This design comes from an exercise in tuning for small area, a short achievable clock period and few clock cycles per item on the open sky130 flow, not from production work.
Only simulation tests tie the RTL to the original design; equivalence was not proved.
No activity file was given, so power comes from the tool's default toggle rates.

===== design/flow/design.v =====
`timescale 1ns / 1ps
package srd_pkg;
  localparam int SCREEN_WIDTH  = 720;
  localparam int SCREEN_HEIGHT = 576;
  localparam int NUM_COLORS    = 4;
  localparam logic [9:0] AREA_LEFT_RST   = 10'd0;
  localparam logic [9:0] AREA_TOP_RST    = 10'd0;
  localparam logic [9:0] AREA_RIGHT_RST  = 10'((SCREEN_WIDTH - 1) & 1023);
  localparam logic [9:0] AREA_BOTTOM_RST = 10'((SCREEN_HEIGHT - 1) & 1023);
  localparam int OUT_DATA_W = 80;
  typedef struct packed {
    logic       np;
    logic       last;
    logic       fd;
    logic [1:0] color;
    logic [10:0] ende;
    logic [9:0] y;
    logic [9:0] x;
  } ent_t;
endpackage
`timescale 1ns / 1ps
module srd_core (
  input  logic [9:0]     left,
  input  logic [9:0]     right,
  input  logic [9:0]     bottom,
  input  logic [10:0]    rl,       
  input  logic [9:0]     x,
  input  logic [10:0]    r,
  input  logic [9:0]     y,
  input  logic [5:0]     acc,
  input  logic [1:0]     held,
  input  logic           fin,
  input  logic [7:0]     d,
  input  logic           np,
  input  logic           lastb,
  output logic [9:0]     x_n,
  output logic [10:0]    r_n,
  output logic [9:0]     y_n,
  output logic [5:0]     acc_n,
  output logic [1:0]     held_n,
  output logic           fin_n,
  output logic           tokb,     
  output logic           push1,    
  output logic           push2,    
  output logic           ub1,      
  output logic           ub2,      
  output srd_pkg::ent_t  ent0,
  output srd_pkg::ent_t  ent1
);
  logic [10:0] y2;
  logic [10:0] x0w, saw, sbw, sa1, sb1;
  logic [9:0]  x0, y0, sa, sb, fe;
  logic [10:0] r0, rb;
  logic [5:0]  acc0;
  logic [1:0]  held0;
  logic        fin0;
  logic [3:0]  n1, n2;
  logic        done1, done2, fill1, fill2, wrap1, wrap2, e1, e2, wrap, yend;
  logic [7:0]  len1, len2;
  logic [8:0]  len12, adv;
  srd_pkg::ent_t q1r, q2r;
  always_comb begin
    n1   = d[7:4];
    n2   = d[3:0];
    x0    = x;
    r0    = r;
    y0    = y;
    fin0  = fin;
    acc0  = acc;
    held0 = held;
    case (held0)
      2'd0:    done1 = |n1[3:2];
      2'd1:    done1 = |acc0[1:0];
      2'd2:    done1 = |acc0[3:2];
      default: done1 = 1'b1;
    endcase
    len1  = {acc0, n1[3:2]};
    fill1 = (len1 == 8'd0);
    if (done1) begin
      done2 = |n2[3:2];
      len2  = {6'd0, n2[3:2]};
    end else begin
      case (held0)
        2'd0:    done2 = |n1[1:0];
        2'd1:    done2 = |n1[3:2];
        default: done2 = 1'b1;
      endcase
      len2  = {acc0[1:0], n1, n2[3:2]};
    end
    fill2 = !done1 && (len2 == 8'd0);
    len12 = {1'b0, len1} + {7'd0, n2[3:2]};
    if (done1) adv = done2 ? len12 : {1'b0, len1};
    else       adv = done2 ? {1'b0, len2} : 9'd0;
    saw = {1'b0, x0} + {3'b0, len1};  
    sbw = {1'b0, x0} + {2'b0, adv};   
    sa  = saw[9:0];
    sb  = sbw[9:0];
    rb = r0 - {2'b0, adv};
    wrap1 = fill1 || r0[10] || ({2'd0, len1} > r0[9:0]);
    if (done1) wrap2 = r0[10] || ({1'b0, len12} > r0[9:0]);
    else       wrap2 = fill2 || r0[10] || ({2'd0, len2} > r0[9:0]);
    e1   = !fin0 && done1;
    e2   = !fin0 && done2 && !(done1 && wrap1);
    wrap = (e1 && wrap1) || (e2 && wrap2);
    y2   = {1'b0, y0} + 11'd2;
    yend = y2 > {1'b0, bottom};
    x_n   = fin0 ? x0 : (wrap ? left : sb);
    r_n   = fin0 ? r0 : (wrap ? rl : rb);
    y_n   = (wrap && !yend) ? y2[9:0] : y0;
    fin_n = fin0 || (wrap && yend) || lastb;
    if (lastb || fin0 || wrap || e2) begin
      acc_n  = 6'd0;
      held_n = 2'd0;
    end else if (done1) begin
      acc_n  = {2'd0, n2};
      held_n = 2'd1;
    end else begin
      acc_n  = {n1[1:0], n2};
      held_n = held0 + 2'd2;
    end
    fe   = r0[10] ? x0 : right;
    sa1  = saw - 11'd1;
    sb1  = sbw - 11'd1;
    q1r.np    = np;
    q1r.last  = !e2;
    q1r.fd    = wrap1 && yend;
    q1r.color = n1[1:0];
    q1r.ende  = fill1 ? {1'b0, fe} : sa1;
    q1r.y     = y0;
    q1r.x     = x0;
    q2r.np    = np && !e1;
    q2r.last  = 1'b1;
    q2r.fd    = wrap2 && yend;
    q2r.color = n2[1:0];
    q2r.ende  = fill2 ? {1'b0, fe} : sb1;
    q2r.y     = y0;
    q2r.x     = done1 ? sa : x0;
    ent0  = (!fin0 && done1) ? q1r : q2r;
    ent1  = q2r;
    tokb  = np && (fin0 || (!done1 && !done2));
    push1 = e1 || e2;
    push2 = e1 && e2;
    ub1   = !fin0 && (done1 || done2);
    ub2   = !fin0 && done1 && done2;
  end
endmodule
`timescale 1ns / 1ps
module subpicture_rle_decoder_unit (
  input  logic        clk,
  input  logic        rst,
  input  logic        cfg_we,
  input  logic [1:0]  cfg_index,
  input  logic [9:0]  cfg_data,
  input  logic        s_tvalid,
  output logic        s_tready,
  input  logic [7:0]  s_tdata,    
  input  logic [2:0]  s_tuser,    
  input  logic        s_tlast,    
  output logic        m_tvalid,
  input  logic        m_tready,
  output logic [srd_pkg::OUT_DATA_W-1:0] m_tdata,
  output logic        m_tlast
);
  logic [9:0] a_left, a_top, a_right, a_bottom;
  always_ff @(posedge clk) begin
    if (rst) begin
      a_left   <= srd_pkg::AREA_LEFT_RST;
      a_top    <= srd_pkg::AREA_TOP_RST;
      a_right  <= srd_pkg::AREA_RIGHT_RST;
      a_bottom <= srd_pkg::AREA_BOTTOM_RST;
    end else if (cfg_we) begin
      case (cfg_index)
        2'd0: a_left   <= cfg_data;
        2'd1: a_top    <= cfg_data;
        2'd2: a_right  <= (cfg_data > 10'(srd_pkg::SCREEN_WIDTH - 1)) ?
                          10'(srd_pkg::SCREEN_WIDTH - 1) : cfg_data;
        default: a_bottom <= (cfg_data > 10'(srd_pkg::SCREEN_HEIGHT - 1)) ?
                             10'(srd_pkg::SCREEN_HEIGHT - 1) : cfg_data;
      endcase
    end
  end
  logic [10:0] a_rl;
  logic [9:0]  a_top1;
  logic        a_idle0, a_idle1;
  assign a_rl    = {1'b0, a_right} - {1'b0, a_left};
  assign a_top1  = a_top + 10'd1;
  assign a_idle0 = a_top > a_bottom;
  assign a_idle1 = {1'b0, a_top} + 11'd1 > {1'b0, a_bottom};
  logic        sk_v, in_v, s_rdy;
  logic [11:0] sk_b, in_b, nb;    
  logic        proc, s_fire, b_load, nb_v;
  assign s_tready = s_rdy;       
  assign s_fire   = s_tvalid && !sk_v;
  assign b_load   = !in_v || proc;
  assign nb       = sk_v ? sk_b : {s_tdata, s_tuser[0], s_tuser[1], s_tuser[2], s_tlast};
  assign nb_v     = sk_v || s_fire;
  always_ff @(posedge clk) begin
    if (rst) begin
      sk_v  <= 1'b0;
      s_rdy <= 1'b1;
      in_v  <= 1'b0;
    end else begin
      if (b_load) begin
        in_v  <= nb_v;
        sk_v  <= 1'b0;
        s_rdy <= 1'b1;
      end else if (s_fire) begin
        sk_v  <= 1'b1;
        s_rdy <= 1'b0;
      end
    end
  end
  always_ff @(posedge clk) begin
    if (!sk_v)  sk_b <= {s_tdata, s_tuser[0], s_tuser[1], s_tuser[2], s_tlast};
    if (b_load) in_b <= nb;
  end
  logic [9:0]  px, py, px_n, py_n;
  logic [10:0] pr, pr_n;
  logic [5:0]  acc, acc_n;
  logic [1:0]  held, held_n;
  logic        fin, fin_n;
  logic        tokb, push1, push2, ub1, ub2;
  srd_pkg::ent_t e0, e1;
  srd_core u_core (
    .left(a_left), .right(a_right), .bottom(a_bottom), .rl(a_rl),
    .x(px), .r(pr), .y(py), .acc(acc), .held(held), .fin(fin),
    .d(in_b[11:4]), .np(in_b[1]), .lastb(in_b[0]),
    .x_n(px_n), .r_n(pr_n), .y_n(py_n), .acc_n(acc_n), .held_n(held_n), .fin_n(fin_n),
    .tokb(tokb), .push1(push1), .push2(push2), .ub1(ub1), .ub2(ub2), .ent0(e0), .ent1(e1)
  );
  logic st_sel, st_en;
  assign st_sel = nb_v && nb[3];
  assign st_en  = proc || (!in_v && st_sel);
  logic rfix;
  always_ff @(posedge clk) rfix <= !rst && cfg_we && (cfg_index == 2'd2);
  always_ff @(posedge clk) begin
    if (st_en) begin
      px   <= st_sel ? a_left : px_n;
      pr   <= st_sel ? a_rl : pr_n;
      py   <= st_sel ? (nb[2] ? a_top1 : a_top) : py_n;
      acc  <= st_sel ? 6'd0 : acc_n;
      held <= st_sel ? 2'd0 : held_n;
    end else if (rfix) begin
      pr   <= {1'b0, a_right} - {1'b0, px};
    end
  end
  always_ff @(posedge clk) begin
    if (rst)         fin <= 1'b1;
    else if (st_en)  fin <= st_sel ? (nb[2] ? a_idle1 : a_idle0) : fin_n;
  end
  srd_pkg::ent_t q0, q1;
  logic          qh1, qh2;
  logic          o_v, o_take;
  logic          b0, b1, b2;    
  assign o_take = !o_v || m_tready;
  assign b0     = !qh1 || (!qh2 && o_take);
  assign b1     = qh2 ? o_take : (qh1 && !o_take);
  assign b2     = qh2 && !o_take;
  assign proc   = in_v && (b0 || (!tokb && ((b1 && !ub2) || (b2 && !ub1))));
  always_ff @(posedge clk) begin
    if (rst) begin
      qh1 <= 1'b0;
      qh2 <= 1'b0;
    end else begin
      qh1 <= !b0 || (proc && push1);
      qh2 <= b2 || (b1 && proc && push1) || (proc && push2);
    end
  end
  logic q0_np;    
  assign q0_np = (qh2 && o_take) ? q1.np : (b0 && proc && push1 && e0.np);
  always_ff @(posedge clk) begin
    if (qh2 && o_take) q0 <= q1;
    else if (b0)       q0 <= e0;
    if (b0)            q1 <= e1;
    else if (b1)       q1 <= e0;
  end
  logic [3:0][9:0]  bminx, bminy, bmaxy;
  logic [3:0][10:0] bmaxx;
  logic [3:0]  bv;
  logic [9:0]  rs_minx, rs_miny, rs_maxx, rs_maxy;
  logic [9:0]  sminx, sminy, smaxy;
  logic [10:0] smaxx;
  logic [9:0]  nminx, nminy, nmaxy;
  logic [10:0] nmaxx;
  logic        pop, np_tok;
  srd_pkg::ent_t h;
  logic [9:0]  o_x, o_y, o_len, o_minx, o_miny, o_maxy;
  logic [10:0] o_maxx;
  logic [1:0]  o_color;
  logic        o_fd, o_last;
  assign pop    = qh1 && o_take;
  assign np_tok = proc && tokb;          
  always_comb begin
    h = q0;
    if (h.np || !bv[h.color]) begin
      sminx = rs_minx;
      sminy = rs_miny;
      smaxx = {1'b0, rs_maxx};
      smaxy = rs_maxy;
    end else begin
      sminx = bminx[h.color];
      sminy = bminy[h.color];
      smaxx = bmaxx[h.color];
      smaxy = bmaxy[h.color];
    end
    nminx = (h.x < sminx) ? h.x : sminx;
    nminy = (h.y < sminy) ? h.y : sminy;
    nmaxx = (h.ende > smaxx) ? h.ende : smaxx;
    nmaxy = (h.y > smaxy) ? h.y : smaxy;
  end
  always_ff @(posedge clk) begin
    if (rst) begin
      o_v     <= 1'b0;
      bv      <= 4'h0;
      rs_minx <= srd_pkg::AREA_RIGHT_RST;
      rs_miny <= srd_pkg::AREA_BOTTOM_RST;
      rs_maxx <= srd_pkg::AREA_LEFT_RST;
      rs_maxy <= srd_pkg::AREA_TOP_RST;
    end else begin
      if (o_take) o_v <= qh1;
      if (np_tok) begin
        bv <= 4'h0;
      end else if (pop) begin
        if (h.np) bv <= 4'h0;
        bv[h.color] <= 1'b1;
      end
      if (np_tok || q0_np) begin
        rs_minx <= a_right;
        rs_miny <= a_bottom;
        rs_maxx <= a_left;
        rs_maxy <= a_top;
      end
    end
  end
  always_ff @(posedge clk) begin
    for (int c = 0; c < 4; c++) begin
      if (pop && h.color == 2'(c)) begin
        bminx[c] <= nminx;
        bminy[c] <= nminy;
        bmaxx[c] <= nmaxx;
        bmaxy[c] <= nmaxy;
      end
    end
  end
  always_ff @(posedge clk) begin
    if (o_take) begin
      o_x     <= h.x;
      o_y     <= h.y;
      o_len   <= 10'(h.ende - {1'b0, h.x} + 11'd1);
      o_color <= h.color;
      o_fd    <= h.fd;
      o_last  <= h.last;
      o_minx  <= nminx;
      o_miny  <= nminy;
      o_maxx  <= nmaxx;
      o_maxy  <= nmaxy;
    end
  end
  assign m_tvalid = o_v;
  assign m_tlast  = o_last;
  assign m_tdata  = {2'b00, o_fd, o_maxy, 2'b00, o_maxx, o_miny, o_minx, o_color,
                     2'b00, o_len, o_y, o_x};
endmodule

===== design/flow/config.mk =====
export PLATFORM = sky130hd
export DESIGN_NAME = subpicture_rle_decoder_unit
export DESIGN_NICKNAME = subpicture_rle_decoder_unit
export VERILOG_FILES = /design/flow/design.v
export SDC_FILE = /design/flow/constraint.sdc
export NUM_CORES = 4
export LEC_CHECK = 0
export CAP_MARGIN = 40
export CORE_MARGIN = 2
export CORE_UTILIZATION = 50
export PLACE_DENSITY = 0.65
export SLEW_MARGIN = 40
export TNS_END_PERCENT = 0

===== design/flow/flow/run.sh =====
#!/bin/bash
# Standard ORFS layout (the standard.sh, standard synthesis unchanged), with
# buf_4 port buffers instead of the default delay cells, timing repair aiming past
# the required slack, and a clock tree with larger sink clusters and no dummy loads.
# Each step's full output goes to its own log here.
set -euo pipefail
EXTRA=("BUFFER_PORTS_ARGS=-buffer_cell sky130_fd_sc_hd__buf_4"
       "SETUP_SLACK_MARGIN=9.9"
       "CTS_ARGS=-sink_clustering_enable -repair_clock_nets -dont_use_dummy_load -sink_clustering_size 24 -sink_clustering_max_diameter 80")
bash standard.sh synth "${EXTRA[@]}" > flow_synth.log 2>&1
bash standard.sh finish "${EXTRA[@]}" > flow_layout.log 2>&1

===== design/flow/constraint.sdc =====
create_clock -name core_clock -period 14.0 [get_ports {clk}]
set_input_delay 2.8000 -clock core_clock [delete_from_list [all_inputs] [get_ports {clk}]]
set_output_delay 2.8000 -clock core_clock [all_outputs]
set_load 0.01 [all_outputs]

===== design/flow/standard.sh =====
#!/bin/bash
# synth_recipe.tcl (not shown) runs the flow's synth.tcl, then flattens the netlist and writes it again
# the make line also repeats each setting of config.mk as NAME=value (left out here)
make -C /OpenROAD-flow-scripts/flow DESIGN_CONFIG=/design/flow/config.mk WORK_HOME=/design/flow/orfs CLKGATE_MAP_FILE= SYNTH_SCRIPT=/design/flow/synth_recipe.tcl "${@:-finish}"

==> results.yml, run 1 <==
worst_setup_path:
  crit_type: "flip-flop to flip-flop"
  cp-end-kind: "flip-flop"
  rr_worst_depth: 19
  path_delay_family: "compound AO/OA/AOI/OAI gates"
  reg2reg_to: "pr[4]"
  critPathMaxStageDelay_ns: 0.54
  startpoint: "in_b[11]"
  cp-start-kind: "flip-flop"
  worstSetupEndpoint: "pr[4]"
  r2r_start: "in_b[11]"
  r2r_setup_slack_ns: 9.55
  crit_required_ns: 14.31
  crit_path_max_fanout: 7
  cp.arrival_ns: 4.76
  cp_cell_sequence: "buf_6 > ha_4 > a21oi_4 > nor2b_2 > and3_4 > nand3_4 > xnor2_2 > ha_1 > a2111oi_4 > o21ai_1 > a21oi_2 > a2111oi_4 > a2111o_1 > a211oi_4 > buf_6 > buf_12 > buf_16 > mux2i_1 > a21oi_1"
  path_depth: 19
  critPathSlowestCell: "a2111o_1"
  critPathBufInv: 4
logic_synthesis:
  synth_area_um2: 24300
  ys_ff_latch: 464
  synth_edf_count: 359
  synthFlopType: "edfxtp_1"
  ys_seq_area_share_pct: 52.9
  async_flop_share_pct: 0
  synthDistinctLibCells: 74
  yosysWarnings: 2
  avgSynthCellArea_um2: 11.5
  synthCells: 2121
detailed_routing:
  vias_per_cell: 5.94
  wl_per_cell_um: 22.2
  firstDrtPassIters: 6
  drt_iter0_markers: 1719
  routed_wirelength_um: 63900
  vias: 17100
  ant_nets: 0
  drc: 0
cells_and_area:
  layout_commonest_cell: "edfxtp_1"
  nNetsFinal: 2464
  utilization_pct: 58.0
  area_growth_syn_to_layout_pct: 14.2
  drive_above_1_share_pct: 17.1
  n_antenna_cell: 0
  mostFrequentLayoutCells: "359 x edfxtp_1, 214 x nand2_1, 172 x buf_4"
grt:
  grt_pass1_vias: 16300
  grt.total_usage_pct: 25.2
  grt_pass1_wl_um: 97300
  grt_antenna_before_repair: 0
  gr-total-overflow: 0
  grt_max_degree: 90
clock_tree:
  clkTransAtPathRegs_ns: 0.09
  clockBufferDepth: 3
  cts_sinks: 464
  clock_latency_ns: 0.59
  ctsHoldBuffers: 0
  cts_root_buf: "clkbuf_16"
  cts_tree: "done"
  cts-buffers-inserted: 27
  cts-htree-levels: 1
power:
  vdd_drop_max_mv: 0.0927
  cellPowerDensity_nw_per_um2: 130
  leakage_nw: 11.3
die:
  die_height_um: 225
  initial_core_util_pct: 50.8
  dieWidth_um: 225
  dieArea_um2: 50500
  io_pins: 112
  num_rows: 80
  core_um2: 47900
timing:
  setup_viol: 0
  finClkSkew_ns: 0.0811
  fmax_mhz: 225
  fin_crit_sh_pct: 31.8
  fin_tns_setup_ns: 0
  slew_viol_final: 0
  finalHoldViolCount: 0
  worst_slew_pin_slew_ns: 0.728
  layout_min_cycle_time_ns: 4.45
  slew_headroom_pct: 51.3
  rsz0062_at_grt: "yes"
placed_design:
  hpwl_um: 44700
  gp_congestion: 0.927
  io_buffers: 105
job:
  drv_cap: 0
worst_hold_path:
  worstHoldStart: "a_left[3]"
  hold_path_class: "flip-flop to flip-flop"
outcome:
  status: "finished clean"
[synthesized netlist by cell type, types with 9 or more instances]
library cell  instances  area share [%]
mux2i_1             113             4.6
o21ai_0              71             1.5
o21bai_1             11            0.34
a211o_1              12            0.43
and3_1               16            0.41
dfxtp_1             105             8.6
o22ai_1              15            0.39
o21a_1               31            0.96
nand3_1              35            0.72
mux2_2               18            0.83
o211ai_1             10            0.31
xnor2_1              50             1.8
nand2b_1             19            0.49
xor2_1               41             1.5
nand4_1              16            0.41
ha_1                164             8.4
buf_1                 9            0.14
buf_2                15            0.31
buf_4                10            0.31
a21oi_1             151             3.1
a31oi_1              18            0.46
nor2b_1              21            0.54
nand3b_1             13            0.40
nand2_1             218             3.4
a21o_1               28            0.86
nor2_1              165             2.5
clkbuf_1             61            0.94
inv_1               117             1.8
nor3_1               27            0.56
mux4_2               42             3.9
and2_1               27            0.69
edfxtp_1            359              44
[flip-flops by register name, summed over array words and instances, names as in the netlist, 11 cells and up]
name and cells:
bminy 40, bmaxy 40, bmaxx 44, q1 36
o_maxx 11, pr 11, sk_b 12, q0 36
bminx 40
[cells by family after synthesis]
| family | Yosys count | share of synthesized area (%) |
|---|---|---|
| adders and majority gates | 171 | 9.00 |
| and+or+nand+nor | 592 | 11.2 |
| muxes | 173 | 9.36 |
| other | 1 | 0.0154 |
| buffers and inverters | 216 | 3.59 |
| AOI/OAI and AO/OA | 413 | 10.6 |
| xor gates and xnor gates | 91 | 3.27 |
| DFF | 464 | 52.9 |
[worst min-delay path by stage]
stage	end	slack [ns]	depth (start not counted)
global route	sk_b[8]	0.50	1
detailed placement	sk_b[11]	0.46	1
floorplan	o_fd	0.40	0
global placement	sk_b[5]	0.45	1
CTS	rs_maxx[3]	0.47	2
finish	rs_maxx[3]	0.46	2
[area by class of cell]
class / count / area [um2]
tap: 615 / 769
clock buffer: 27 / 676
multi-input combinational: 1449 / 11200
timing repair buffer: 201 / 1800
inverter: 120 / 464
sequential: 464 / 12900
timing repair inverter: 1 / 6.26
fill: 3963 / 20100
[through the flow]
stage	area [um2]	cells	total power, mW	setup WS [ns]	hold slack [ns]
after floorplan	24500	2126	2.45	8.31	0.400
after global placement	25800	2772	2.76	7.10	0.453
after detailed placement	25800	2772	2.78	7.39	0.459
after CTS	27500	2859	3.60	9.69	0.468
after global routing	27800	2877	3.80	9.44	0.495
final	27800	2877	3.62	9.55	0.463
[routing by layer]
layer,vias to the layer above,part of all wire [%],track usage [%]
li1,8003,-,-
met3,78,6.6,2.43
met4,0,2.0,5.49
met1,8468,46,38.1
met5,-,0,0
met2,549,46,39.6
[worst register-to-register path, cell delays in order (launching register included)]
cell and delay [ns]:
edfxtp_1 0.49, buf_6 0.18, ha_4 0.27, a21oi_4 0.05, nor2b_2 0.15, and3_4 0.23
nand3_4 0.09, xnor2_2 0.16, ha_1 0.36, a2111oi_4 0.36, o21ai_1 0.12, a21oi_2 0.17
a2111oi_4 0.06, a2111o_1 0.54, a211oi_4 0.27, buf_6 0.16, buf_12 0.11, buf_16 0.12
mux2i_1 0.18, a21oi_1 0.08
[power by group]
| part | internal [mW] | total [mW] | leakage, nW | switching [mW] |
|---|---|---|---|---|
| sequential | 1.69 | 1.79 | 4.37 | 0.0979 |
| clock | 0.341 | 0.762 | 0.333 | 0.421 |
| combinational | 0.481 | 1.06 | 6.59 | 0.583 |
[repair_timing]
action | CTS | global route
setup buffers | 50 | 17
resized for setup | 88 | 34
cloned | 10 | 0
pin swaps | 20 | 20
endpoints found under the setup margin | 580 | 492
Testbench counts, summed over its fixed seeds: cycles 12,276, bytes 12,000.
==> inputs of run 2 (changes only) <==
--- a/design/flow/flow/run.sh
+++ b/design/flow/flow/run.sh
@@ -7,3 +7,3 @@
 EXTRA=("BUFFER_PORTS_ARGS=-buffer_cell sky130_fd_sc_hd__buf_4"
-       "SETUP_SLACK_MARGIN=9.9"
+       "SETUP_SLACK_MARGIN=10.0"
        "CTS_ARGS=-sink_clustering_enable -repair_clock_nets -dont_use_dummy_load -sink_clustering_size 24 -sink_clustering_max_diameter 80")
--- a/design/flow/config.mk
+++ b/design/flow/config.mk
@@ -7,7 +7,7 @@
 export LEC_CHECK = 0
-export CAP_MARGIN = 40
+export CAP_MARGIN = 30
 export CORE_MARGIN = 2
-export CORE_UTILIZATION = 50
-export PLACE_DENSITY = 0.65
-export SLEW_MARGIN = 40
+export CORE_UTILIZATION = 60
+export PLACE_DENSITY = 0.72
+export SLEW_MARGIN = 30
 export TNS_END_PERCENT = 0
==> results.yml, run 2 <==
worst_setup_path:
  cp.arrival_ns: 4.83
  critPathSlowestCell: "edfxtp_1"
  crit_required_ns: 14.37
  critPathMaxStageDelay_ns: 0.53
  crit_type: "flip-flop to flip-flop"
  cp_cell_sequence: "ha_1 > a21oi_2 > nor2b_2 > and3_4 > nand3_4 > xnor2_1 > ha_1 > a2111oi_2 > o21ai_1 > a21oi_2 > a2111oi_2 > a2111o_1 > a211oi_4 > nor4b_4 > buf_4 > and2_1"
  crit_path_max_fanout: 4
  cp-end-kind: "flip-flop"
  path_delay_family: "compound AO/OA/AOI/OAI gates"
  critPathBufInv: 1
  cp-start-kind: "flip-flop"
detailed_routing:
  wl_per_cell_um: 22.7
  firstDrtPassIters: 5
  drt_iter0_markers: 1875
  routed_wirelength_um: 62800
  ant_nets: 0
  drc: 0
  vias_per_cell: 6.23
  vias: 17200
clock_tree:
  cts_tree: "done"
  clkTransAtPathRegs_ns: 0.09
  clockBufferDepth: 3
  cts-htree-levels: 1
  ctsHoldBuffers: 0
  cts_root_buf: "clkbuf_16"
  cts_sinks: 464
  cts-buffers-inserted: 26
  clock_latency_ns: 0.60
power:
  power.share.clock_pct: 20.7
  leakage_nw: 11.1
  seq_power_share_pct: 50.3
  cellPowerDensity_nw_per_um2: 131
  pwr-share-comb_pct: 29.0
  p_sw_share_pct: 30.4
  finalPower_mw: 3.58
  vdd_drop_max_mv: 0.0974
  switchingPower_mw: 1.09
  power.internal_mw: 2.49
timing:
  finalHoldViolCount: 0
  finClkSkew_ns: 0.0699
  fin_tns_setup_ns: 0
  fin_crit_sh_pct: 31.8
  layout_min_cycle_time_ns: 4.46
  fmax_mhz: 224
  worst_slack_ns: 9.54
  setup_viol: 0
  whs_ns: 0.471
  rsz0062_at_grt: "yes"
  slew_viol_final: 0
  worst_slew_pin_slew_ns: 0.916
  slew_headroom_pct: 39.0
logic_synthesis:
  ys_seq_area_share_pct: 52.9
  synthDistinctLibCells: 74
  synth_top_area_share_pct: 44.3
  ys_ff_latch: 464
  synthCells: 2121
  synthFlopType: "edfxtp_1"
  synth_top_area_cell: "edfxtp_1"
  avgSynthCellArea_um2: 11.5
  yosysWarnings: 2
  yosys-top-cells-area: "edfxtp_1 44%, dfxtp_1 8.6%, ha_1 8.4%"
  async_flop_share_pct: 0
  synth_edf_count: 359
  yosys-top-cells-count: "359 x edfxtp_1, 218 x nand2_1, 165 x nor2_1, 164 x ha_1, 151 x a21oi_1"
  synth_area_um2: 24300
  yosysMostFrequentCell: "edfxtp_1"
grt:
  gr-usage-met3_pct: 4.58
  grt_pass1_wl_um: 95400
  grt-busiest-layer: "met2"
  grt_antenna_before_repair: 0
  grt_max_degree: 90
  grt_use_met1_pct: 42.5
  gr-total-overflow: 0
  use_met2_pct: 46.4
  grt_pass1_vias: 16400
  grt.total_usage_pct: 30.0
die:
  core_um2: 39900
  initial_core_util_pct: 61.0
  num_rows: 73
  dieArea_um2: 42200
  io_pins: 112
  die_height_um: 205
  dieWidth_um: 205
job:
  drv_cap: 0
cells_and_area:
  utilization_pct: 68.5
  stdcell_count: 2766
  regMostFlops: "bmaxx"
  nNetsFinal: 2443
  n_antenna_cell: 0
  largest_register_ffs: 44
  mostFrequentLayoutCells: "359 x edfxtp_1, 215 x nand2_1, 162 x buf_4"
  area_growth_syn_to_layout_pct: 12.3
  drive_above_1_share_pct: 16.1
  stdcell_area_um2: 27300
  layout_commonest_cell: "edfxtp_1"
placed_design:
  place_inst: 2682
  hpwl_um: 44100
  io_buffers: 105
  dp_slack_ns: 7.58
  gp_congestion: 0.926
  placed_cell_area_um2: 25700
worst_hold_path:
  hold_path_class: "flip-flop to flip-flop"
outcome:
  status: "finished clean"
==> run 2: layer usage <==
metal	routed length, um	share of wire [%]	vias up
met1	26700	43	8316
met5	0	0	-
met2	28500	45	773
li1	-	-	7980
met3	5050	8.0	150
met4	2540	4.0	0
==> run 2: cells by family after synthesis <==
family | share of synthesized area, %
fa+ha+maj | 9.00
mux | 9.36
buf+inv | 3.59
compound gates | 10.6
other cells | 0.0154
simple gates | 11.2
xor+xnor | 3.27
flops | 52.9
==> run 2: cell type report <==
| cell class | count | area [um2] |
|---|---|---|
| Sequential cell | 464 | 12900 |
| Fill cell | 2895 | 12600 |
| Multi-Input combinational cell | 1450 | 11100 |
| Timing Repair Buffer | 179 | 1530 |
| Tap cell | 525 | 657 |
| Clock buffer | 26 | 651 |
| Inverter | 120 | 464 |
| Timing Repair inverter | 2 | 13.8 |
==> run 2: worst reg2reg max path, stage by stage (launching register included) <==
cell and delay, ns:
edfxtp_1 0.53, ha_1 0.37, a21oi_2 0.07, nor2b_2 0.13, and3_4 0.23, nand3_4 0.10, xnor2_1 0.17, ha_1 0.33
a2111oi_2 0.36, o21ai_1 0.14, a21oi_2 0.16, a2111oi_2 0.09, a2111o_1 0.49, a211oi_4 0.38, nor4b_4 0.30, buf_4 0.17
and2_1 0.21
==> run 2: timing repair <==
item / 4_1_cts / 5_1_grt
setup buffers: 46 / 3
cloned: 9 / 0
resized for setup: 93 / 5
setup endpoints to repair: 644 / 542
pin swaps: 22 / 5
==> run 2: worst paths after layout <==
check	startpoint	to	slack [ns]	cells after the start
worst max-delay path	in_b[11]	acc[1]	9.54	16
worst min-delay path	rs_maxx[8]	rs_maxx[8]	0.47	2
worst max register to register	in_b[11]	acc[1]	9.54	16
worst min register to register	rs_maxx[8]	rs_maxx[8]	0.47	2
==> run 2: power by group through the flow <==
stage	clock (mW)	combinational, mW	sequential, mW
2_1_floorplan	0	0.644	1.80
3_3_place_gp	0	0.918	1.83
3_5_place_dp	0	0.940	1.83
4_1_cts	0.750	1.02	1.80
5_1_grt	0.797	1.14	1.81
6_report	0.742	1.04	1.80
==> inputs of run 3 (changes only) <==
--- a/design/flow/design.v
+++ b/design/flow/design.v
@@ -58,4 +58,5 @@
   logic        done1, done2, fill1, fill2, wrap1, wrap2, e1, e2, wrap, yend;
-  logic [7:0]  len1, len2;
-  logic [8:0]  len12, adv;
+  logic [7:0]  len1, len2, adva;
+  logic [1:0]  advb;
+  logic [11:0] raw, rbw;
   srd_pkg::ent_t q1r, q2r;
@@ -90,13 +91,15 @@
     fill2 = !done1 && (len2 == 8'd0);
-    len12 = {1'b0, len1} + {7'd0, n2[3:2]};
-    if (done1) adv = done2 ? len12 : {1'b0, len1};
-    else       adv = done2 ? {1'b0, len2} : 9'd0;
-    saw = {1'b0, x0} + {3'b0, len1};  
-    sbw = {1'b0, x0} + {2'b0, adv};   
-    sa  = saw[9:0];
-    sb  = sbw[9:0];
-    rb = r0 - {2'b0, adv};
-    wrap1 = fill1 || r0[10] || ({2'd0, len1} > r0[9:0]);
-    if (done1) wrap2 = r0[10] || ({1'b0, len12} > r0[9:0]);
-    else       wrap2 = fill2 || r0[10] || ({2'd0, len2} > r0[9:0]);
+    if (done1)      adva = len1;
+    else if (done2) adva = len2;
+    else            adva = 8'd0;
+    advb = (done1 && done2) ? n2[3:2] : 2'd0;
+    saw  = {1'b0, x0} + {3'b0, len1};                     
+    sbw  = {1'b0, x0} + {3'b0, adva} + {9'b0, advb};      
+    sa   = saw[9:0];
+    sb   = sbw[9:0];
+    raw  = {r0[10], r0} - {4'b0, len1};
+    rbw  = {r0[10], r0} - {4'b0, adva} - {10'b0, advb};
+    rb   = rbw[10:0];
+    wrap1 = fill1 || raw[11];
+    wrap2 = fill2 || rbw[11];
     e1   = !fin0 && done1;
==> results.yml, run 3 <==
clock_tree:
  cts_sinks: 464
  cts_tree: "done"
  clkTransAtPathRegs_ns: 0.09
  cts_root_buf: "clkbuf_16"
  ctsHoldBuffers: 0
  cts-buffers-inserted: 25
  cts-htree-levels: 1
  clockBufferDepth: 3
  clock_latency_ns: 0.58
power:
  cellPowerDensity_nw_per_um2: 137
  vdd_drop_max_mv: 0.0837
  leakage_nw: 10.8
timing:
  finalHoldViolCount: 0
  slew_headroom_pct: 39.8
  fin_crit_sh_pct: 30.5
  finClkSkew_ns: 0.0658
  rsz0062_at_grt: "yes"
  fmax_mhz: 234
  fin_tns_setup_ns: 0
  setup_viol: 0
  layout_min_cycle_time_ns: 4.27
  slew_viol_final: 0
  worst_slack_ns: 9.73
  worst_slew_pin_slew_ns: 0.904
grt:
  gr-usage-met3_pct: 3.53
  grt_antenna_before_repair: 0
  grt_pass1_wl_um: 92300
  grt_use_met1_pct: 42.8
  grt_max_degree: 90
  grt-busiest-layer: "met2"
  use_met2_pct: 47.0
  gr-total-overflow: 0
  grt.total_usage_pct: 29.4
  grt_pass1_vias: 15700
cells_and_area:
  nNetsFinal: 2391
  largest_register_ffs: 44
  utilization_pct: 69.2
  stdcell_count: 2716
  multiInputGateArea_um2: 10600
  n_antenna_cell: 0
  ff_latch_area_um2: 12900
  regMostFlops: "bmaxx"
  area_growth_syn_to_layout_pct: 13.2
  stdcell_area_um2: 26900
  layout_commonest_cell: "edfxtp_1"
  mostFrequentLayoutCells: "359 x edfxtp_1, 224 x nand2_1, 168 x buf_4"
  drive_above_1_share_pct: 17.1
  fillerInstances: 2862
logic_synthesis:
  async_flop_share_pct: 0
  synth_area_um2: 23800
  ys_seq_area_share_pct: 54.1
  avgSynthCellArea_um2: 11.5
  synthCells: 2067
  ys_ff_latch: 464
  synth_edf_count: 359
  yosys-top-cells-area: "edfxtp_1 45%, dfxtp_1 8.8%, ha_1 8.1%"
  yosys-top-cells-count: "359 x edfxtp_1, 226 x nand2_1, 170 x a21oi_1, 155 x nor2_1, 154 x ha_1"
  yosysMostFrequentCell: "edfxtp_1"
  synthDistinctLibCells: 78
  yosysWarnings: 2
  synth_top_area_share_pct: 45.3
  synthFlopType: "edfxtp_1"
  synth_top_area_cell: "edfxtp_1"
placed_design:
  dp_slack_ns: 7.67
  gp_congestion: 0.963
  hpwl_um: 42600
  place_inst: 2622
  placed_cell_area_um2: 25200
  io_buffers: 105
worst_setup_path:
  critPathMaxStageDelay_ns: 0.51
  cp-start-kind: "flip-flop"
  cp.arrival_ns: 4.66
  cp-end-kind: "flip-flop"
  crit_type: "flip-flop to flip-flop"
  crit_path_max_fanout: 8
  crit_required_ns: 14.39
  critPathSlowestCell: "edfxtp_1"
  cp_cell_sequence: "buf_4 > nor2_4 > o311ai_2 > buf_6 > nor2_4 > a22oi_2 > inv_2 > fa_2 > ha_4 > inv_2 > fa_2 > nand2b_4 > a21oi_1 > a211o_1 > buf_4 > o311ai_4 > a211oi_2 > nor2_2 > o2111ai_2 > a31oi_2"
outcome:
  status: "finished clean"
job:
  drv_cap: 0
detailed_routing:
  drc: 0
  wl_per_cell_um: 22.4
  vias_per_cell: 6.13
  vias: 16700
  drt_iter0_markers: 1693
  firstDrtPassIters: 5
  ant_nets: 0
  routed_wirelength_um: 60900
die:
  die_height_um: 203
  num_rows: 72
  dieArea_um2: 41300
  initial_core_util_pct: 61.1
  dieWidth_um: 203
  core_um2: 38900
  io_pins: 112
worst_hold_path:
  hold_path_class: "flip-flop to flip-flop"
[run 3: metal layers]
layer | wire length, um | vias to the layer above
li1 | - | 7772
met1 | 26300 | 8114
met2 | 28000 | 655
met3 | 4750 | 117
met4 | 1770 | 0
met5 | 0 | -
[run 3: final timing paths]
check              from         end  slack (ns)  cells past startpoint
max reg2reg    in_b[11]      q0[30]        9.73                     20
max            in_b[11]      q0[30]        9.73                     20
min          rs_maxx[3]  rs_maxx[3]        0.47                      2
min reg2reg  rs_maxx[3]  rs_maxx[3]        0.47                      2
[run 3: critical path, delay by kind of cell, from the launching register on]
| kind | cells | cell delay, ns |
|---|---|---|
| compound gates | 8 | 1.68 |
| buf+inv | 5 | 0.67 |
| simple gates | 4 | 0.44 |
| fa+ha+maj | 3 | 0.77 |
| flops | 1 | 0.51 |
[run 3: report_power, final]
part | internal (mW) | leakage (nW) | total [mW] | switching (mW)
Combinational | 0.514 | 6.16 | 1.14 | 0.626
Clock | 0.318 | 0.308 | 0.729 | 0.412
Sequential | 1.71 | 4.37 | 1.82 | 0.105
Total | 2.54 | 10.8 | 3.69 | 1.14
[run 3: cell families (layout without fill, tap and decap cells)]
logic type | Yosys count | count (layout) | synth area share, %
xor+xnor | 83 | 83 | 3.06
fa+ha+maj | 162 | 162 | 8.77
buf+inv | 214 | 337 | 3.65
mux | 150 | 150 | 8.68
compound gates | 412 | 413 | 10.5
flops | 464 | 464 | 54.1
other cells | 1 | 6 | 0.0158
simple gates | 581 | 583 | 11.1
[run 3: repair_timing]
item,CTS,global route
setup endpoints to repair,569,421
cloned,8,2
pin swaps,25,23
hold endpoints to repair,0,0
gates resized for setup,83,28
setup buffers,44,15
[run 3: cell type report]
type / instances / share of cell area [%]
Sequential cell: 464 / 47.8
Multi-Input combinational cell: 1397 / 39.4
Timing Repair Buffer: 188 / 6.00
Tap cell: 518 / 2.41
Clock buffer: 25 / 2.32
Inverter: 120 / 1.80
Timing Repair inverter: 4 / 0.195
[run 3: per-stage QoR]
| stage | total power [mW] | hold slack (ns) |
|---|---|---|
| 2_1_floorplan | 2.52 | 0.400 |
| 3_3_place_gp | 2.84 | 0.448 |
| 3_5_place_dp | 2.87 | 0.462 |
| 4_1_cts | 3.65 | 0.474 |
| 5_1_grt | 3.87 | 0.499 |
| 6_report | 3.69 | 0.470 |
Testbench counts of run 3, summed over its fixed seeds: cycles 12,276, bytes 12,000.
==> inputs of run 4 (changes only) <==
--- a/design/flow/flow/run.sh
+++ b/design/flow/flow/run.sh
@@ -2,3 +2,3 @@
 # Standard ORFS layout (the standard.sh, standard synthesis unchanged), with
-# buf_4 port buffers instead of the default delay cells, timing repair aiming past
+# buf_1 port buffers instead of the default delay cells, timing repair aiming past
 # the required slack, and a clock tree with larger sink clusters and no dummy loads.
@@ -6,3 +6,3 @@
 set -euo pipefail
-EXTRA=("BUFFER_PORTS_ARGS=-buffer_cell sky130_fd_sc_hd__buf_4"
+EXTRA=("BUFFER_PORTS_ARGS=-buffer_cell sky130_fd_sc_hd__buf_1"
        "SETUP_SLACK_MARGIN=10.0"
==> results.yml, run 4 <==
placed_design:
  place_inst: 2622
  hpwl_um: 42000
  dp_slack_ns: 7.60
  placed_cell_area_um2: 24800
  io_buffers: 105
  gp_congestion: 0.934
power:
  finalPower_mw: 3.68
  leakage_nw: 10.5
  cellPowerDensity_nw_per_um2: 138
  vdd_drop_max_mv: 0.0740
worst_setup_path:
  crit_path_max_fanout: 46
  cp.arrival_ns: 4.59
  cp-end-kind: "flip-flop"
  crit_required_ns: 14.27
  crit_type: "flip-flop to flip-flop"
  cp-start-kind: "flip-flop"
cells_and_area:
  layout_commonest_cell: "edfxtp_1"
  mostFrequentLayoutCells: "359 x edfxtp_1, 224 x nand2_1, 164 x a21oi_1"
  largest_register_ffs: 44
  n_antenna_cell: 0
  fillerInstances: 2846
  area_growth_syn_to_layout_pct: 12.3
  stdcell_area_um2: 26700
  stdcell_count: 2721
  regMostFlops: "bmaxx"
  nNetsFinal: 2396
  drive_above_1_share_pct: 12.5
timing:
  setup_viol: 0
  layout_min_cycle_time_ns: 4.33
  slew_viol_final: 0
  worst_slack_ns: 9.67
  rsz0062_at_grt: "yes"
  fmax_mhz: 231
  worst_slew_pin_slew_ns: 0.919
  fin_tns_setup_ns: 0
  finClkSkew_ns: 0.0653
  fin_crit_sh_pct: 30.9
  slew_headroom_pct: 38.7
  finalHoldViolCount: 0
grt:
  grt_pass1_vias: 16200
  grt_antenna_before_repair: 0
  grt_pass1_wl_um: 94400
  gr-total-overflow: 0
  grt.total_usage_pct: 29.9
  grt_max_degree: 90
die:
  num_rows: 72
  core_um2: 38900
  dieWidth_um: 203
  dieArea_um2: 41300
  initial_core_util_pct: 61.1
  die_height_um: 203
  io_pins: 112
clock_tree:
  clkTransAtPathRegs_ns: 0.09
  clockBufferDepth: 3
  clock_latency_ns: 0.59
  cts-htree-levels: 1
  cts_root_buf: "clkbuf_16"
  cts_sinks: 464
  ctsHoldBuffers: 0
  cts_tree: "done"
  cts-buffers-inserted: 27
logic_synthesis:
  yosysWarnings: 2
  async_flop_share_pct: 0
  yosysMostFrequentCell: "edfxtp_1"
  ys_seq_area_share_pct: 54.1
  ys_ff_latch: 464
  yosys-top-cells-area: "edfxtp_1 45%, dfxtp_1 8.8%, ha_1 8.1%"
  synth_top_area_share_pct: 45.3
  avgSynthCellArea_um2: 11.5
  yosys-top-cells-count: "359 x edfxtp_1, 226 x nand2_1, 170 x a21oi_1, 155 x nor2_1, 154 x ha_1"
  synth_top_area_cell: "edfxtp_1"
  synthFlopType: "edfxtp_1"
  synthDistinctLibCells: 78
  synth_edf_count: 359
  synth_area_um2: 23800
  synthCells: 2067
outcome:
  status: "finished clean"
detailed_routing:
  drc: 0
  vias_per_cell: 6.17
  ant_nets: 0
  wl_per_cell_um: 22.9
  vias: 16800
  drt_iter0_markers: 1513
  firstDrtPassIters: 6
  routed_wirelength_um: 62300
worst_hold_path:
  hold_path_class: "flip-flop to flip-flop"
job:
  drv_cap: 0
[run 4: cell count changes in the layout (fill, tap and decap cells not counted), moves of 4 or more]
cell / before / now
a211oi_1: 13 / 9
a211oi_2: 1 / 5
buf_1: 0 / 103
buf_4: 168 / 62
mux2i_2: 9 / 5
[run 4: power breakdown]
part	leakage [nW]	internal, mW	switching (mW)	total (mW)
combinational	5.83	0.464	0.639	1.10
sequential	4.37	1.71	0.105	1.82
clock	0.333	0.341	0.422	0.763
total	10.5	2.52	1.17	3.68
[run 4: cells by family after synthesis]
group | share of synthesized area, %
AO/OA/AOI/OAI | 10.5
XOR/XNOR | 3.06
AND/OR/NAND/NOR | 11.1
flip-flops | 54.1
other | 0.0158
adder cells (fa/ha/maj) | 8.77
buffers and inverters | 3.65
multiplexers | 8.68
[run 4: per-layer routing]
metal	GRT usage (%)	wire (um)	vias to the layer above
met5	0	0	-
met4	9.57	2060	0
met3	3.68	4870	123
met2	48.0	28800	709
met1	43.0	26500	8175
li1	-	-	7775
[run 4: layout make-up]
cell class,count,area [um2],share of cell area [%]
clock buffer,27,676,2.53
tap,518,648,2.43
timing repair inverter,5,61.3,0.230
multi-input combinational,1396,10600,39.8
sequential,464,12900,48.2
timing repair buffer,191,1320,4.96
inverter,120,487,1.82
[run 4: through the flow]
step | utilization, % | hold slack [ns]
4_1_cts | 67.8 | 0.468
3_5_place_dp | 63.6 | 0.461
3_3_place_gp | 63.6 | 0.452
2_1_floorplan | - | 0.400
6_report | 68.6 | 0.470
5_1_grt | 68.6 | 0.489
[run 4: repair_timing]
action,in CTS,in global routing
buffers inserted,46,14
pin swaps,18,25
gates cloned,10,2
resized for setup,75,41
endpoints found under the setup margin,577,532
[run 4: worst paths after layout]
check | start | end | slack [ns] | cells past startpoint
worst min register to register | rs_maxx[6] | rs_maxx[6] | 0.47 | 2
worst min-delay path | rs_maxx[6] | rs_maxx[6] | 0.47 | 2
worst max-delay path | q0[32] | o_minx[3] | 9.67 | 14
worst max register to register | q0[32] | o_minx[3] | 9.67 | 14
[run 4: critical path, stage by stage (launching register included)]
cell and delay [ns]:
edfxtp_1 0.35, buf_6 0.44, mux4_2 0.40, nand2b_2 0.16, buf_12 0.22, mux2i_1 0.27
ha_1 0.27, o2111ai_1 0.20, a21oi_1 0.07, a211o_1 0.28, a21oi_1 0.18, o21ai_1 0.10
a21oi_1 0.15, buf_4 0.25, mux2i_1 0.68
==> inputs of run 5 (changes only) <==
--- a/design/flow/flow/run.sh
+++ b/design/flow/flow/run.sh
@@ -7,3 +7,3 @@
 EXTRA=("BUFFER_PORTS_ARGS=-buffer_cell sky130_fd_sc_hd__buf_1"
-       "SETUP_SLACK_MARGIN=10.0"
+       "SETUP_SLACK_MARGIN=9.9"
        "CTS_ARGS=-sink_clustering_enable -repair_clock_nets -dont_use_dummy_load -sink_clustering_size 24 -sink_clustering_max_diameter 80")
--- a/design/flow/config.mk
+++ b/design/flow/config.mk
@@ -7,7 +7,7 @@
 export LEC_CHECK = 0
-export CAP_MARGIN = 30
+export CAP_MARGIN = 40
 export CORE_MARGIN = 2
-export CORE_UTILIZATION = 60
-export PLACE_DENSITY = 0.72
-export SLEW_MARGIN = 30
+export CORE_UTILIZATION = 50
+export PLACE_DENSITY = 0.65
+export SLEW_MARGIN = 40
 export TNS_END_PERCENT = 0
==> results.yml, run 5 <==
outcome:
  status: "finished clean"
power:
  power.share.clock_pct: 20.5
  power.internal_mw: 2.50
  p_sw_share_pct: 31.8
  pwr-share-comb_pct: 30.1
  leakage_nw: 10.3
  finalPower_mw: 3.67
  switchingPower_mw: 1.17
  vdd_drop_max_mv: 0.0906
  seq_power_share_pct: 49.4
  cellPowerDensity_nw_per_um2: 139
job:
  drv_cap: 0
clock_tree:
  clock_latency_ns: 0.60
  clockBufferDepth: 3
  cts_sinks: 464
  ctsHoldBuffers: 0
  cts-buffers-inserted: 26
  cts-htree-levels: 1
  cts_root_buf: "clkbuf_16"
  cts_tree: "done"
  clkTransAtPathRegs_ns: 0.09
logic_synthesis:
  synthFlopType: "edfxtp_1"
  yosys-top-cells-area: "edfxtp_1 45%, dfxtp_1 8.8%, ha_1 8.1%"
  synth_edf_count: 359
  avgSynthCellArea_um2: 11.5
  synth_top_area_cell: "edfxtp_1"
  synth_top_area_share_pct: 45.3
  synthDistinctLibCells: 78
  async_flop_share_pct: 0
  yosysWarnings: 2
  synth_area_um2: 23800
  ys_seq_area_share_pct: 54.1
  synthCells: 2067
  yosysMostFrequentCell: "edfxtp_1"
  ys_ff_latch: 464
  yosys-top-cells-count: "359 x edfxtp_1, 226 x nand2_1, 170 x a21oi_1, 155 x nor2_1, 154 x ha_1"
grt:
  grt_pass1_wl_um: 93600
  grt.total_usage_pct: 24.4
  gr-total-overflow: 0
  grt_max_degree: 90
  grt_pass1_vias: 15900
  grt_antenna_before_repair: 0
worst_setup_path:
  rr_worst_depth: 19
  r2r_start: "in_b[11]"
  critPathSlowestCell: "o211ai_4"
  crit_required_ns: 14.24
  cp-start-kind: "input port"
  critPathMaxStageDelay_ns: 0.24
  r2r_setup_slack_ns: 9.81
  cpMostUsedCell: "buf_12"
  cp_cell_sequence: "buf_1 > nor2b_4 > buf_12 > buf_12 > nand2_8 > o21ai_2 > a22oi_2 > o211ai_4 > o21ai_4 > clkinv_4 > nor2_4 > a31oi_4 > buf_4"
  cp-end-kind: "flip-flop"
  critPathBufInv: 5
  reg2reg_to: "pr[2]"
  crit_type: "input port to flip-flop"
  crit_path_max_fanout: 8
  cp.arrival_ns: 4.53
  path_delay_family: "compound AO/OA/AOI/OAI gates"
timing:
  setup_viol: 0
  finClkSkew_ns: 0.0849
  rsz0062_at_grt: "yes"
  finalHoldViolCount: 0
  fmax_mhz: 233
  slew_headroom_pct: 41.7
  layout_min_cycle_time_ns: 4.29
  fin_crit_sh_pct: 30.7
  fin_tns_setup_ns: 0
  slew_viol_final: 0
  worst_slew_pin_slew_ns: 0.875
die:
  dieWidth_um: 222
  dieArea_um2: 49300
  num_rows: 79
  die_height_um: 222
  initial_core_util_pct: 50.9
  io_pins: 112
  core_um2: 46800
cells_and_area:
  fillerInstances: 3953
  multiInputGateArea_um2: 10700
  n_antenna_cell: 0
  regMostFlops: "bmaxx"
  area_growth_syn_to_layout_pct: 11.4
  mostFrequentLayoutCells: "359 x edfxtp_1, 224 x nand2_1, 164 x a21oi_1"
  drive_above_1_share_pct: 11.9
  stdcell_area_um2: 26500
  ff_latch_area_um2: 12900
  nNetsFinal: 2375
  layout_commonest_cell: "edfxtp_1"
  largest_register_ffs: 44
detailed_routing:
  drc: 0
  routed_wirelength_um: 61400
  wl_per_cell_um: 22.0
  firstDrtPassIters: 5
  drt_iter0_markers: 1529
  ant_nets: 0
  vias_per_cell: 5.87
  vias: 16400
worst_hold_path:
  whs_endpoint: "rs_maxx[2]"
  hold_path_class: "flip-flop to flip-flop"
  worstHoldStart: "rs_maxx[2]"
  min_delay_path_depth: 2
placed_design:
  io_buffers: 105
  placed_cell_area_um2: 24900
  hpwl_um: 43600
  gp_congestion: 0.917
[run 5: layout make-up]
type	instances	area share [%]
clock buffers	26	2.46
inverters	120	1.83
multi-input cells	1397	40.3
flip-flops and latches	464	48.6
well taps	607	2.87
repair buffers	172	3.87
repair inverters	3	0.0992
[run 5: cells by family after synthesis]
kind of cell / Yosys count / share of synthesized area, %
xor gates and xnor gates: 83 / 3.06
DFF: 464 / 54.1
buffers and inverters: 214 / 3.65
AOI/OAI and AO/OA: 412 / 10.5
adders and majority gates: 162 / 8.77
other: 1 / 0.0158
muxes: 150 / 8.68
and+or+nand+nor: 581 / 11.1
[run 5: through the flow]
step	cells	hold slack, ns	utilization [%]	setup slack (ns)
after floorplan	2072	0.400	-	9.02
after global placement	2711	0.444	53.2	7.73
after CTS	2777	0.467	56.0	9.75
after global routing	2789	0.486	56.7	9.65
final	2789	0.467	56.7	9.71
after detailed placement	2711	0.450	53.3	7.64
[run 5: repair_timing]
item	4_1_cts	5_1_grt
pin swaps	20	27
endpoints found under the setup margin	563	461
hold endpoints to repair	0	0
resized for setup	65	46
setup buffers	35	9
gates cloned	5	2
[run 5: how the worst max path moves through the flow]
| stage | startpoint | slack (ns) | cells after the start | end |
|---|---|---|---|---|
| 2_1_floorplan | m_tready | 9.02 | 11 | pr[0] |
| 3_3_place_gp | m_tready | 7.73 | 10 | pr[10] |
| 3_5_place_dp | m_tready | 7.64 | 10 | pr[7] |
| 4_1_cts | in_b[11] | 9.75 | 18 | acc[4] |
| 5_1_grt | in_b[11] | 9.65 | 18 | q0[29] |
| 6_report | m_tready | 9.71 | 13 | pr[2] |
[run 5: tightest hold or removal path: cells and delay by family (launching register included)]
| kind | cells | cell delay (ns) |
|---|---|---|
| AO/OA/AOI/OAI | 1 | 0.05 |
| flip-flops | 1 | 0.32 |
| AND/OR/NAND/NOR | 1 | 0.06 |
[run 5: power by group through the flow]
stage          Sequential, mW  Clock, mW  Combinational, mW
2_1_floorplan            1.83          0              0.692
3_3_place_gp             1.84          0              0.968
3_5_place_dp             1.85          0              0.992
4_1_cts                  1.81      0.764               1.06
5_1_grt                  1.83      0.806               1.22
6_report                 1.81      0.753               1.11
[run 5: layer usage]
metal | global-route usage, % | wire length [um] | up-vias
met5 | 0 | 0 | -
met1 | 36.1 | 27600 | 8004
met3 | 2.45 | 4120 | 87
met4 | 6.95 | 1610 | 0
li1 | - | - | 7711
met2 | 38.5 | 28100 | 559
==> inputs of run 6 (changes only) <==
--- a/design/flow/design.v
+++ b/design/flow/design.v
@@ -261,3 +261,3 @@
   assign b2     = qh2 && !o_take;
-  assign proc   = in_v && (b0 || (!tokb && ((b1 && !ub2) || (b2 && !ub1))));
+  assign proc   = in_v && (b0 || (!in_b[1] && b1 && !ub2));
   always_ff @(posedge clk) begin
==> results.yml, run 6 <==
clock_tree:
  cts_tree: "done"
  cts-buffers-inserted: 26
  cts_root_buf: "clkbuf_16"
  cts_sinks: 464
  cts-htree-levels: 1
  clock_latency_ns: 0.59
  clockBufferDepth: 3
  ctsHoldBuffers: 0
  clkTransAtPathRegs_ns: 0.09
detailed_routing:
  drt_iter0_markers: 1349
  ant_nets: 0
  vias: 16600
  firstDrtPassIters: 5
  wl_per_cell_um: 21.8
  routed_wirelength_um: 61200
  vias_per_cell: 5.90
  drc: 0
cells_and_area:
  multiInputGateArea_um2: 10600
  ff_latch_area_um2: 12900
  regMostFlops: "bmaxx"
  nNetsFinal: 2388
  utilization_pct: 56.0
  fillerInstances: 3975
  drive_above_1_share_pct: 12.5
  area_growth_syn_to_layout_pct: 11.4
  layout_commonest_cell: "edfxtp_1"
  mostFrequentLayoutCells: "359 x edfxtp_1, 219 x nand2_1, 167 x nor2_1"
  largest_register_ffs: 44
logic_synthesis:
  synth_top_area_cell: "edfxtp_1"
  synthDistinctLibCells: 90
  async_flop_share_pct: 0
  yosys-top-cells-area: "edfxtp_1 45%, dfxtp_1 8.8%, ha_1 8.1%"
  synthSimpleGateAreaFrac_pct: 11.1
  synthAdderAreaFrac_pct: 8.78
  synth_top_family_by_area: "simple AND/OR/NAND/NOR gates"
  synth_area_um2: 23900
  ys_ff_latch: 464
  synth_top_area_share_pct: 45.2
  synth_xor_area_share_pct: 3.07
  synthFlopType: "edfxtp_1"
  synth_edf_count: 359
  synthCells: 2067
  yosysMostFrequentCell: "edfxtp_1"
  avgSynthCellArea_um2: 11.5
  yosys-top-cells-count: "359 x edfxtp_1, 221 x nand2_1, 175 x nor2_1, 167 x a21oi_1, 154 x ha_1"
  yosysWarnings: 2
  synthMuxAreaShare_pct: 8.41
  synth_compound_area_share_pct: 10.9
  ys_seq_area_share_pct: 54.0
worst_setup_path:
  crit_path_max_fanout: 5
  cp_cell_sequence: "buf_2 > nor2b_4 > clkinvlp_4 > buf_4 > nor2_2 > o21ai_4 > o21ai_0 > a22oi_1 > nor2_1"
  crit_type: "input port to flip-flop"
  critPathMaxStageDelay_ns: 0.64
  cp-start-kind: "input port"
  cp-end-kind: "flip-flop"
  rr_worst_depth: 18
  cp.arrival_ns: 4.70
  crit_required_ns: 14.38
  critPathSlowestCell: "o21ai_0"
die:
  dieArea_um2: 49500
  core_um2: 47400
  die_height_um: 223
  initial_core_util_pct: 50.3
  io_pins: 112
  num_rows: 80
  dieWidth_um: 223
timing:
  whs_ns: 0.472
  finClkSkew_ns: 0.0686
  slew_viol_final: 0
  setup_viol: 0
  worst_slew_pin_slew_ns: 0.820
  fin_tns_setup_ns: 0
  finalHoldViolCount: 0
  rsz0062_at_grt: "yes"
  slew_headroom_pct: 45.3
  fin_crit_sh_pct: 30.9
  worst_slack_ns: 9.67
  layout_min_cycle_time_ns: 4.33
  fmax_mhz: 231
power:
  switchingPower_mw: 1.11
  pwr-share-comb_pct: 28.5
  p_sw_share_pct: 31.2
  vdd_drop_max_mv: 0.100
  seq_power_share_pct: 50.7
  power.share.clock_pct: 20.8
  finalPower_mw: 3.56
  cellPowerDensity_nw_per_um2: 134
  power.internal_mw: 2.45
  leakage_nw: 10.3
grt:
  grt_pass1_vias: 16000
  grt_pass1_wl_um: 94300
  grt_max_degree: 90
  grt.total_usage_pct: 24.5
  gr-total-overflow: 0
  grt_antenna_before_repair: 0
placed_design:
  hpwl_um: 43900
  io_buffers: 105
  dp_slack_ns: 8.14
  gp_congestion: 0.911
outcome:
  status: "finished clean"
worst_hold_path:
  hold_path_class: "flip-flop to flip-flop"
  min_delay_path_depth: 2
job:
  drv_cap: 0
[run 6: changes by cell type after synthesis, sizes merged, moves of 6 or more]
| cell | before | now |
|---|---|---|
| nor2 | 156 | 176 |
| a21o | 29 | 17 |
| a22o | 0 | 9 |
| nand3b | 24 | 15 |
| a211o | 6 | 14 |
| buf | 27 | 35 |
| o211ai | 11 | 4 |
| a21boi | 1 | 7 |
| clkbuf | 67 | 61 |
| nand3 | 42 | 36 |
| nor2b | 16 | 22 |
[run 6: repair_timing]
item | CTS | global route
hold endpoints to repair | 0 | 0
pin swaps | 27 | 21
resized for setup | 69 | 35
gates cloned | 8 | 0
endpoints found under the setup margin | 537 | 386
buffers inserted | 44 | 12
[run 6: path summary, 6_finish.rpt]
check,from,end,slack [ns]
setup / recovery,m_tready,q1[33],9.67
hold / removal,rs_miny[7],rs_miny[7],0.47
setup reg to reg,held[1],q0[30],9.75
hold reg to reg,rs_miny[7],rs_miny[7],0.47
[run 6: power by group through the flow]
stage               logic, mW  registers [mW]  clock network [mW]
floorplan               0.656            1.81                   0
global placement        0.905            1.84                   0
detailed placement      0.926            1.84                   0
CTS                     0.977            1.81               0.756
global route             1.12            1.82               0.797
finish                   1.01            1.80               0.742
[run 6: cells by family after synthesis]
kind of cell	count (synthesis)
flip-flops	464
multiplexers	145
other	1
XOR/XNOR	81
AO/OA/AOI/OAI	419
AND/OR/NAND/NOR	579
buffers and inverters	215
adder cells (fa/ha/maj)	163
[run 6: cell type report]
| class | count | area share, % |
|---|---|---|
| antenna | 1 | 0.00941 |
| clock buffer | 26 | 2.45 |
| inverter | 119 | 1.74 |
| multi-input combinational | 1398 | 39.9 |
| sequential | 464 | 48.5 |
| tap | 615 | 2.89 |
| timing repair buffer | 188 | 4.51 |
[run 6: critical path, delay by kind of cell]
family / cells / cell delay [ns]
buffers and inverters: 3 / 0.51
AOI/OAI and AO/OA: 3 / 0.90
and+or+nand+nor: 3 / 0.49
[run 6: stage by stage]
step           instance area (um2)  instances
2_1_floorplan                23900       2072
3_3_place_gp                 24900       2717
3_5_place_dp                 24900       2720
4_1_cts                      26300       2798
5_1_grt                      26600       2810
6_report                     26600       2811
[run 6: metal layers]
metal	share of wire, %	GRT usage (%)	wire length [um]	vias up
met5	0	0	0	-
met4	2.3	5.59	1400	0
met2	47	39.9	28500	567
met1	45	36.0	27700	8156
met3	5.8	1.96	3530	80
li1	-	-	-	7773
Testbench counts of run 6, summed over its fixed seeds: cycles 12,320, bytes 12,000.
==> inputs of run 7 (changes only) <==
--- a/design/flow/design.v
+++ b/design/flow/design.v
@@ -261,3 +261,7 @@
   assign b2     = qh2 && !o_take;
-  assign proc   = in_v && (b0 || (!in_b[1] && b1 && !ub2));
+  logic p_take, p_hold, p_nrdy;
+  assign p_take = in_v && (!qh2 || (!tokb && !ub2));
+  assign p_hold = in_v && (!qh1 || (!tokb && ((!qh2 && !ub2) || (qh2 && !ub1))));
+  assign p_nrdy = o_v ? p_hold : p_take;
+  assign proc   = m_tready ? p_take : p_nrdy;
   always_ff @(posedge clk) begin
==> results.yml, run 7 <==
outcome:
  status: "finished clean"
timing:
  rsz0062_at_grt: "yes"
  setup_viol: 0
  finClkSkew_ns: 0.0897
  fmax_mhz: 225
  whs_ns: 0.422
  worst_slew_pin_slew_ns: 0.797
  layout_min_cycle_time_ns: 4.44
  slew_viol_final: 0
  fin_crit_sh_pct: 31.7
  slew_headroom_pct: 46.5
  worst_slack_ns: 9.56
  finalHoldViolCount: 0
  fin_tns_setup_ns: 0
detailed_routing:
  ant_nets: 0
  firstDrtPassIters: 5
  routed_wirelength_um: 61100
  drt_iter0_markers: 1510
  vias_per_cell: 5.87
  vias: 16500
  wl_per_cell_um: 21.8
  drc: 0
cells_and_area:
  stdcell_count: 2810
  nNetsFinal: 2388
  drive_above_1_share_pct: 10.4
  largest_register_ffs: 44
  n_antenna_cell: 0
  area_growth_syn_to_layout_pct: 11.0
  mostFrequentLayoutCells: "359 x edfxtp_1, 181 x nor2_1, 161 x nand2_1"
  layout_commonest_cell: "edfxtp_1"
  regMostFlops: "bmaxx"
logic_synthesis:
  synthCells: 2072
  synthFlopType: "edfxtp_1"
  avgSynthCellArea_um2: 11.6
  async_flop_share_pct: 0
  synth_area_um2: 24000
  yosysWarnings: 2
  synthDistinctLibCells: 72
  synth_top_area_cell: "edfxtp_1"
  synth_top_area_share_pct: 45.0
  yosys-top-cells-area: "edfxtp_1 45%, dfxtp_1 8.8%, ha_1 8.0%"
  synth_edf_count: 359
  yosys-top-cells-count: "359 x edfxtp_1, 189 x nor2_1, 165 x nand2_1, 154 x ha_1, 149 x inv_1"
  ys_ff_latch: 464
  ys_seq_area_share_pct: 53.8
  yosysMostFrequentCell: "edfxtp_1"
placed_design:
  hpwl_um: 43700
  dp_slack_ns: 8.06
  io_buffers: 105
  gp_congestion: 0.934
  place_inst: 2735
clock_tree:
  cts_tree: "done"
  clockBufferDepth: 3
  cts_root_buf: "clkbuf_16"
  clock_latency_ns: 0.61
  cts-htree-levels: 1
  cts_sinks: 464
  cts-buffers-inserted: 27
  clkTransAtPathRegs_ns: 0.09
worst_hold_path:
  min_delay_path_depth: 1
  hold_path_class: "flip-flop to flip-flop"
job:
  drv_cap: 0
die:
  io_pins: 112
  die_height_um: 223
  initial_core_util_pct: 50.4
  dieWidth_um: 223
  dieArea_um2: 49700
  core_um2: 47500
  num_rows: 80
power:
  vdd_drop_max_mv: 0.0992
  leakage_nw: 10.6
  cellPowerDensity_nw_per_um2: 135
worst_setup_path:
  crit_required_ns: 14.43
  cp-end-kind: "flip-flop"
  crit_path_max_fanout: 7
  crit_type: "flip-flop to flip-flop"
  rr_worst_depth: 18
  cp-start-kind: "flip-flop"
  cp.arrival_ns: 4.87
grt:
  gr-total-overflow: 0
  grt.total_usage_pct: 24.3
  grt_pass1_wl_um: 92800
  grt_antenna_before_repair: 0
  grt_pass1_vias: 15800
  grt_max_degree: 90
-- run 7: cell count changes after synthesis, sizes merged, moves of 13 or more --
cell	change
a21oi	-42
inv	+31
mux2i	+51
nand2	-56
nor2	+13
o21ai	+25
-- run 7: logic make-up after synthesis --
kind of cell | Yosys count | synth area share [%]
AO/OA/AOI/OAI | 400 | 10.3
XOR/XNOR | 75 | 2.74
adder cells (fa/ha/maj) | 162 | 8.71
buffers and inverters | 239 | 3.93
flip-flops | 464 | 53.8
multiplexers | 191 | 10.3
other | 1 | 0.0157
AND/OR/NAND/NOR | 540 | 10.3
-- run 7: cell type report --
| type | instances | area, um2 |
|---|---|---|
| clock buffer | 27 | 676 |
| fill | 3955 | 21000 |
| inverter | 151 | 597 |
| multi-input combinational | 1377 | 10600 |
| sequential | 464 | 12900 |
| tap | 615 | 769 |
| timing repair buffer | 175 | 1060 |
| timing repair inverter | 1 | 16.3 |
-- run 7: per-stage QoR --
step	util (%)	cell area (um2)	total power, mW
2_1_floorplan	-	24100	2.48
3_3_place_gp	52.8	25100	2.76
6_report	55.9	26600	3.58
3_5_place_dp	52.9	25200	2.78
4_1_cts	55.0	26200	3.55
5_1_grt	55.9	26600	3.75
-- run 7: worst max-delay path, cell delays in order, from the launching register on --
cell and delay (ns):
edfxtp_1 0.52, or3b_4 0.44, a21oi_4 0.20, nor2_4 0.06, a22oi_2 0.19, inv_2 0.06
fa_2 0.36, ha_4 0.18, inv_2 0.05, fa_2 0.21, nor2b_2 0.05, o31a_1 0.31
o31a_1 0.35, o31ai_2 0.25, xnor2_1 0.11, or4_4 0.56, a21oi_4 0.18, o21ai_1 0.08
a31oi_1 0.21
-- run 7: per-layer routing --
metal  track usage [%]  wire length (um)  vias up
met5                 0                 0        -
met4              7.86              2190        0
met3              2.40              3620      123
met2              39.3             28500      601
met1              34.8             26800     8027
li1                  -                 -     7754
-- run 7: worst paths after layout --
path	to	slack [ns]	from
setup reg to reg	q0[30]	9.56	held[0]
hold reg to reg	rs_miny[9]	0.42	a_bottom[9]
hold / removal	rs_miny[9]	0.42	a_bottom[9]
setup / recovery	q0[30]	9.56	held[0]
-- run 7: where the power goes --
| group | internal [mW] | switching, mW |
|---|---|---|
| Combinational | 0.419 | 0.597 |
| Clock | 0.341 | 0.416 |
| Sequential | 1.70 | 0.100 |
| Total | 2.46 | 1.11 |
-- run 7: timing repair --
action / CTS / global route
pin swaps: 6 / 18
hold endpoints to repair: 0 / 0
gates resized for setup: 27 / 49
gates cloned: 3 / 2
setup endpoints to repair: 501 / 435
setup buffers: 19 / 24
hold buffers: 0 / 0
Testbench counts of run 7, summed over its fixed seeds: cycles 12,276, bytes 12,000.

## separate check: timing with driven ports
The flow's constraints put no driver on any port. The routed layouts listed below were extracted and timed again, unchanged, in two steps.
Step 1, drivers: a clkbuf_16 drives clk and a buf_2 each remaining input, both assumed.
Step 2, shift: input delay + t, output delay - t, t = (earliest + latest rising clock arrival at the registers) / 2. This alone moves slack from input paths to output paths.
Three values: ideal, step 1, step 2; two values: the first two.
run | shift t [ns] | slack for setup (ns) | slew at the worst register clock pin (ns) | worst data-port slew with drivers (ns)
run 1 | 0.607 | 9.555 / 9.555 / 9.002 | 0.10 / 0.10 | 0.04
run 2 | 0.620 | 9.544 / 9.544 / 9.070 | 0.10 / 0.10 | 0.04
run 3 | 0.609 | 9.733 / 9.733 / 9.196 | 0.10 / 0.10 | 0.04
run 4 | 0.625 | 9.675 / 9.675 / 9.086 | 0.11 / 0.11 | 0.04
run 5 | 0.619 | 9.706 / 9.745 / 9.127 | 0.10 / 0.10 | 0.05
run 6 | 0.611 | 9.674 / 9.701 / 9.089 | 0.09 / 0.09 | 0.04
run 7 | 0.617 | 9.560 / 9.560 / 8.983 | 0.10 / 0.10 | 0.05
After both steps setup and hold are still met in every run listed. For run 4, which loses most, drivers alone change the setup slack by 0.000 ns; drivers and shift together by -0.589 ns.
